This is an optimization exercise on Yosys and OpenROAD, whose aim is small area, not a production implementation. In this exercise RTL edits were held to simulation tests only and were not proved equivalent to the original. Power is estimated from default activity; no workload was simulated.

File: design/flow/design.v
package byte_pack_fifo_hs_pkg;
    typedef enum logic {
        ST_FILL  = 1'b0,
        ST_DRAIN = 1'b1
    } state_e;
    function automatic logic lane_kept(input logic [31:0] lane, input logic [31:0] nbytes);
        lane_kept = lane < nbytes;
    endfunction
endpackage
module byte_pack_fifo_hs_shifter #(
    parameter int NBYTES     = 32,
    parameter int SH_W       = 6,
    parameter bit SHIFT_LEFT = 1'b0
) (
    input  logic [NBYTES*8-1:0] data_i,
    input  logic [SH_W-1:0]     sh_i,
    output logic [NBYTES*8-1:0] data_o
);
    logic [SH_W+2:0] sh_bits;
    assign sh_bits = {sh_i, 3'b000};
    if (SHIFT_LEFT) begin : g_left
        assign data_o = data_i << sh_bits;
    end else begin : g_right
        assign data_o = data_i >> sh_bits;
    end
endmodule
module byte_pack_fifo_hs #(
    parameter  int IN_BYTES   = 16,
    parameter  int OUT_BYTES  = 16,
    parameter  int FIFO_BYTES = 32,
    localparam int IN_W       = $clog2(IN_BYTES + 1),
    localparam int OUT_W      = $clog2(OUT_BYTES + 1),
    localparam int LVL_W      = $clog2(FIFO_BYTES + 1)
) (
    input  logic                clk,
    input  logic                rst_n,
    input  logic                sync_rst_i,
    input  logic                drain_i,
    input  logic                in_valid,
    output logic                in_ready,
    input  logic [IN_BYTES*8-1:0] in_data,
    input  logic [IN_W-1:0]     in_nbytes,
    input  logic [OUT_W-1:0]    out_req,
    output logic                out_valid,
    input  logic                out_ready,
    output logic [OUT_BYTES*8-1:0] out_data,
    output logic [OUT_W-1:0]    out_nbytes,
    output logic [LVL_W-1:0]    level_o,
    output logic                draining_o,
    output logic                err_len_o
);
    localparam int FB8 = FIFO_BYTES * 8;
    if (FIFO_BYTES < IN_BYTES + OUT_BYTES - 1) begin : g_depth_chk
        $error("byte_pack_fifo_hs: FIFO_BYTES must be >= IN_BYTES+OUT_BYTES-1");
    end
    byte_pack_fifo_hs_pkg::state_e             state_q, state_d;
    logic [LVL_W-1:0]   level_q, level_d, lvl_nxt;
    logic [FB8-1:0]     stor_q, stor_d;
    logic               err_q, err_d;
    logic               in_len_ok, req_ok, would_valid;
    logic               in_rdy, out_vld, push, pop;
    logic [OUT_W-1:0]   out_n, out_nb;
    logic [LVL_W-1:0]   req_l, push_n, pop_n, ins_off;
    logic [FB8-1:0]     ins_raw, head_sh, ins_sh;
    assign in_len_ok = (in_nbytes != '0) && (in_nbytes <= IN_W'(IN_BYTES));
    assign req_ok    = (out_req != '0) && (out_req <= OUT_W'(OUT_BYTES));
    assign req_l     = LVL_W'(out_req);
    always_comb begin
        in_rdy    = 1'b0;
        would_valid = 1'b0;
        out_n       = '0;
        case (state_q)
            byte_pack_fifo_hs_pkg::ST_FILL: begin
                in_rdy    = level_q <= LVL_W'(FIFO_BYTES - IN_BYTES);
                would_valid = level_q >= req_l;
                out_n       = out_req;
            end
            byte_pack_fifo_hs_pkg::ST_DRAIN: begin
                would_valid = level_q != '0;
                out_n       = (level_q < req_l) ? OUT_W'(level_q) : out_req;
            end
            default: ;
        endcase
    end
    assign out_vld  = would_valid & req_ok;
    assign out_nb = out_vld ? out_n : '0;
    assign push       = in_valid & in_rdy & in_len_ok;
    assign pop        = out_vld & out_ready;
    assign push_n     = push ? LVL_W'(in_nbytes) : '0;
    assign pop_n      = pop ? LVL_W'(out_n) : '0;
    assign ins_off    = level_q - pop_n;
    assign lvl_nxt    = level_q - pop_n + push_n;
    for (genvar b = 0; b < FIFO_BYTES; b++) begin : g_ins
        if (b < IN_BYTES) begin : g_lane
            assign ins_raw[b*8 +: 8] = byte_pack_fifo_hs_pkg::lane_kept(b, 32'(push_n)) ? in_data[b*8 +: 8] : 8'h00;
        end else begin : g_pad
            assign ins_raw[b*8 +: 8] = 8'h00;
        end
    end
    byte_pack_fifo_hs_shifter #(.NBYTES(FIFO_BYTES), .SH_W(LVL_W), .SHIFT_LEFT(1'b0)) u_pop_sh (
        .data_i (stor_q),
        .sh_i   (pop_n),
        .data_o (head_sh)
    );
    byte_pack_fifo_hs_shifter #(.NBYTES(FIFO_BYTES), .SH_W(LVL_W), .SHIFT_LEFT(1'b1)) u_ins_sh (
        .data_i (ins_raw),
        .sh_i   (ins_off),
        .data_o (ins_sh)
    );
    assign stor_d  = sync_rst_i ? '0 : (head_sh | ins_sh);
    assign level_d = sync_rst_i ? '0 : lvl_nxt;
    assign err_d   = sync_rst_i ? 1'b0
                   : err_q | (in_valid & in_rdy & ~in_len_ok) | (would_valid & ~req_ok);
    always_comb begin
        state_d = state_q;
        if (sync_rst_i) begin
            state_d = byte_pack_fifo_hs_pkg::ST_FILL;
        end else begin
            case (state_q)
                byte_pack_fifo_hs_pkg::ST_FILL:  if (drain_i && lvl_nxt != '0) state_d = byte_pack_fifo_hs_pkg::ST_DRAIN;
                byte_pack_fifo_hs_pkg::ST_DRAIN: if (lvl_nxt == '0)            state_d = byte_pack_fifo_hs_pkg::ST_FILL;
                default:                                state_d = byte_pack_fifo_hs_pkg::ST_FILL;
            endcase
        end
    end
    always_ff @(posedge clk or negedge rst_n) begin
        if (!rst_n) state_q <= byte_pack_fifo_hs_pkg::ST_FILL;
        else        state_q <= state_d;
    end
    always_ff @(posedge clk or negedge rst_n) begin
        if (!rst_n) begin
            level_q <= '0;
            stor_q  <= '0;
            err_q   <= 1'b0;
        end else begin
            level_q <= level_d;
            stor_q  <= stor_d;
            err_q   <= err_d;
        end
    end
    for (genvar b = 0; b < OUT_BYTES; b++) begin : g_out
        assign out_data[b*8 +: 8] = byte_pack_fifo_hs_pkg::lane_kept(b, 32'(out_nb)) ? stor_q[b*8 +: 8] : 8'h00;
    end
    assign in_ready       = in_rdy;
    assign out_valid      = out_vld;
    assign out_nbytes     = out_nb;
    assign level_o        = level_q;
    assign draining_o     = (state_q == byte_pack_fifo_hs_pkg::ST_DRAIN);
    assign err_len_o      = err_q;
endmodule
File: design/flow/run.sh
#!/bin/bash
# synth_recipe.tcl (not shown) runs the flow's synth.tcl, then flattens the netlist and writes it again
# the make line also repeats each setting of config.mk as NAME=value (left out here)
make -C /OpenROAD-flow-scripts/flow DESIGN_CONFIG=/design/flow/config.mk WORK_HOME=/design/flow/orfs CLKGATE_MAP_FILE= SYNTH_SCRIPT=/design/flow/synth_recipe.tcl finish
File: design/flow/config.mk
export PLATFORM = sky130hd
export DESIGN_NAME = byte_pack_fifo_hs
export DESIGN_NICKNAME = byte_pack_fifo_hs
export VERILOG_FILES = /design/flow/design.v
export SDC_FILE = /design/flow/constraint.sdc
export NUM_CORES = 4
export LEC_CHECK = 0
export CAP_MARGIN = 30
export CORE_MARGIN = 2
export CORE_UTILIZATION = 40
export SLEW_MARGIN = 40
File: design/flow/constraint.sdc
create_clock -name core_clock -period 10.0 [get_ports {clk}]
set_input_delay 2.0000 -clock core_clock [delete_from_list [all_inputs] [get_ports {clk}]]
set_output_delay 2.0000 -clock core_clock [all_outputs]
set_load 0.01 [all_outputs]
==> run_results.csv <==
group,metric,value,unit
synthesis,syn-mean-instance-area,7.68,µm²
power_and_ir_drop,seq_power_share,13.4,%
clock_tree,postCtsSetupBuffers,0,
clock_tree,numCtsBuffers,37,
power_and_ir_drop,leakagePower,16.1,nW
die,fp.dieH,291,µm
die,num_io_pins,287,
sta,holdWs,0.631,ns
detailed_routing,top_layer_used,"met5",
synthesis,synth.distinct_cells,104,
critical_path,cp.arrival,6.65,ns
detailed_routing,wl,241,mm
sta,fmax,0.116,GHz
clock_tree,clk_pin_slew,0.06,ns
sta,rsz0062_at_grt,"false",
sta,maxSlewHeadroom,30.1,%
synthesis,yosys_warnings,1,
sta,setup_ws,1.35,ns
final_layout,final_cell_mix,"531 x nand2_1, 403 x mux2i_1, 344 x a21oi_1, 283 x clkdlybuf4s50_1, 263 x dfrtp_1",
clock_tree,cts_max_level,2,
detailed_routing,met1_length,92.4,mm
power_and_ir_drop,p_int,5.78,mW
critical_path,cp_max_fo,11,
outcome,outcome,"complete, no violations",
sta,min_period_over_period,86.5,%
final_layout,fill_cells,8278,
run,drv_cap,0,
synthesis,synth_seq_area_share,20.0,%
final_layout,drive_gt1_share,12.2,%
die,die_area,84900,µm²
global_routing,grt-ovfl-total,0,
place,placed_area,37400,µm²
clock_tree,ctsHoldBuffers,0,
critical_path,cpMaxStageDelayCell,"clkdlybuf4s50_1",
detailed_routing,drc,0,
sta,worst_pin_slew,1.05,ns
synthesis,ys_ff_latch,264,
power_and_ir_drop,power.switching,10.2,mW
detailed_routing,wl_per_cell,43.7,µm
sta,setup-violations-final,0,
power_and_ir_drop,p_sw_share,63.7,%
sta,fin_worst_skew,0.0410,ns
power_and_ir_drop,vdd_drop_max,329,µV
sta,hold_viol_final,0,
global_routing,grtUsageTotal,54.3,%
place,hpwl,182,mm
place,place_ws,1.19,ns
critical_path,critical_path.cell_chain,"clkdlybuf4s50_1 -> inv_1 -> ha_1 -> nand4b_1 -> o211ai_1 -> and2_1 -> nand2_1 -> inv_1 -> and2_1 -> a21oi_1 -> nor2b_1 -> buf_4 -> a21boi_1 -> buf_4 -> and2_1 -> clkdlybuf4s50_1",
synthesis,syn_nets,4464,
final_layout,seqCellArea,6610,µm²
clock_tree,cts_tree,"done",
detailed_routing,post_drt_via_cell_ratio,7.80,
global_routing,grt_max_degree,128,
sta,tns,0,ns
critical_path,start_kind,"input pin",
final_layout,multi_input_area,24800,µm²
synthesis,yosysTopAreaCell,"dfrtp_1",
synthesis,async_reset_ff_share,100,%
critical_path,path_class,"in -> out",
die,die_w,291,µm
final_layout,fin_cells,5505,
sta,slew_violations,0,
clock_tree,cts_root_buffer,"clkbuf_16",
synthesis,synth_cells,4304,
die,start_util,40.3,%
global_routing,grt_pass1_vias,38700,
clock_tree,cts_resized,0,
power_and_ir_drop,p_comb_share,78.1,%
synthesis,synth_top_cell_area_share,20.0,%
final_layout,mostFrequentLayoutCell,"nand2_1",
critical_path,end_kind,"output port",
clock_tree,insertion_delay,0.60,ns
detailed_routing,drt-initial-drc-count,8178,
detailed_routing,wl_met3,43.5,mm
place,dp.cells,5432,
final_layout,finalNetCount,4563,
final_layout,final_cell_area,38600,µm²
synthesis,synth_edf_count,0,
die,fp.coreArea,82000,µm²
detailed_routing,vias,42900,
detailed_routing,antenna_left,0,
place,io_buffers,286,
detailed_routing,wl_met2,87.9,mm
die,num_rows,105,
global_routing,grt_pass1_wl,328,mm
global_routing,antenna_found_initial,16,
detailed_routing,dr.pass1.iters,8,
synthesis,synth_flop_cell,"dfrtp_1",
synthesis,ys_top_cells_by_area,"dfrtp_1 20%, mux2i_1 12%, nand2_1 6.1%",
power_and_ir_drop,power_density,413,nW/µm²
critical_path,cp_common_cell,"and2_1",
place,gp_congestion,1.12,
critical_path,cp_slowest_stage_delay,0.67,ns
power_and_ir_drop,clkPwrFrac,8.5,%
clock_tree,cts_sinks,264,
clock_tree,clockBufferDepth,3,
sta,finalCriticalPeriod,8.65,ns
critical_path,cp.required,8.00,ns
min_path,worstHoldPathType,"reg -> reg",
final_layout,synthToLayoutAreaGrowth,16.9,%
synthesis,syn_area,33000,µm²
[cell type report]
type                            instances  share of cell area, %
Tap cell                             1070                   3.47
Clock buffer                           58                   2.83
Multi-Input combinational cell       3573                   64.3
Timing Repair Buffer                  482                   11.6
Clock inverter                          5                  0.149
Sequential cell                       264                   17.1
Antenna cell                            8                 0.0518
Inverter                               45                  0.492
[kinds of logic (layout without fill, tap and decap cells)]
logic type                 count (synthesis)  count (layout)  synth area share, %
AOI/OAI and AO/OA                       1666            1666                 35.2
and+or+nand+nor                         1322            1322                 19.0
muxes                                    555             555                 18.6
buffers and inverters                    467             590                 6.13
DFF                                      264             264                 20.0
adders and majority gates                 17              17                0.682
xor gates and xnor gates                  13              13                0.424
other                                      0               8                    0
[worst max-delay path: cells and delay by family]
kind / cells / cell delay [ns]
compound gates: 3 / 0.96
buf+inv: 6 / 2.09
simple gates: 6 / 1.26
fa+ha+maj: 1 / 0.33
[through the flow]
stage | power [mW] | util, %
2_1_floorplan | 8.23 | -
3_3_place_gp | 13.5 | 45.3
3_5_place_dp | 13.4 | 45.6
4_1_cts | 14.8 | 47.0
5_1_grt | 15.9 | 47.1
6_report | 15.9 | 47.1
[power by group through the flow]
stage | Clock, mW | Sequential, mW | Combinational [mW]
detailed placement | 0 | 2.06 | 11.4
finish | 1.36 | 2.13 | 12.5
global route | 1.38 | 2.10 | 12.5
floorplan | 0 | 1.71 | 6.53
CTS | 1.34 | 2.04 | 11.4
global placement | 0 | 2.07 | 11.4
[metal layers]
| layer | vias to the layer above | GRT usage [%] |
|---|---|---|
| li1 | 16800 | - |
| met4 | 36 | 28.9 |
| met2 | 4605 | 69.3 |
| met3 | 876 | 30.2 |
| met5 | - | 1.36 |
| met1 | 20600 | 71.2 |
[flip-flops by register name, indices dropped and copies added, names as in the netlist]
signal,flops
level_q,6
err_q,1
state_q,1
stor_q,256
[synth_stat cells, drive strengths merged (14+ instances only)]
cell type  count
a21o          48
a31o          15
nor4          21
mux2i        405
mux4          37
a21oi        350
inv           41
a221o         31
o32ai         36
o22a          16
o211ai        71
o221ai        59
a32oi         38
mux2         113
nor2         273
and2          91
o22ai         86
nand4         23
nand2        538
nor3          53
nor2b         62
o21a          29
a211oi        68
a31oi         73
ha            14
a22o          39
and3          65
a2bb2oi       29
dfrtp        264
a221oi        62
o2bb2ai       32
o21ai        273
a211o         21
a22oi        129
clkbuf       237
nand3        135
a32o          42
buf          185
[final timing paths]
| path | to | slack [ns] | depth (start not counted) | from |
|---|---|---|---|---|
| max | out_data[117] | 1.35 | 16 | out_req[2] |
| min | stor_q[251] | 0.63 | 2 | stor_q[251] |
| max reg2reg | stor_q[124] | 3.02 | 16 | level_q[3] |
| min reg2reg | stor_q[251] | 0.63 | 2 | stor_q[251] |
| max in group asynchronous | stor_q[76] | 7.14 | 3 | rst_n |
| min in group asynchronous | err_q | 1.32 | 1 | rst_n |

port drivers added, routing unchanged:
The flow's constraints put no driver on any port. The routed layout listed below was extracted and timed again, unchanged, in two steps.
Step 1 sets driving cells, clkbuf_16 on the clock port and buf_2 on the other inputs (assumed; they add their load-dependent delay and slew).
Step 2 also shifts input and output timing later by t, the mid clock arrival at the registers, as if the neighbouring blocks saw the same clock.
Three values: ideal ports, drivers, drivers and shift; two values: the first two.
t (ns): 0.651
slack for setup (ns): 1.351 / 1.326 / 0.961
latest minus earliest clock arrival (ns): 0.041 / 0.041
slew at the worst register clock pin (ns): 0.07 / 0.07
cell pins on the clock port's net: 1
After both steps this run still meets setup and hold. The setup slack of this run moves by -0.025 ns with the drivers and by -0.390 ns with both steps.
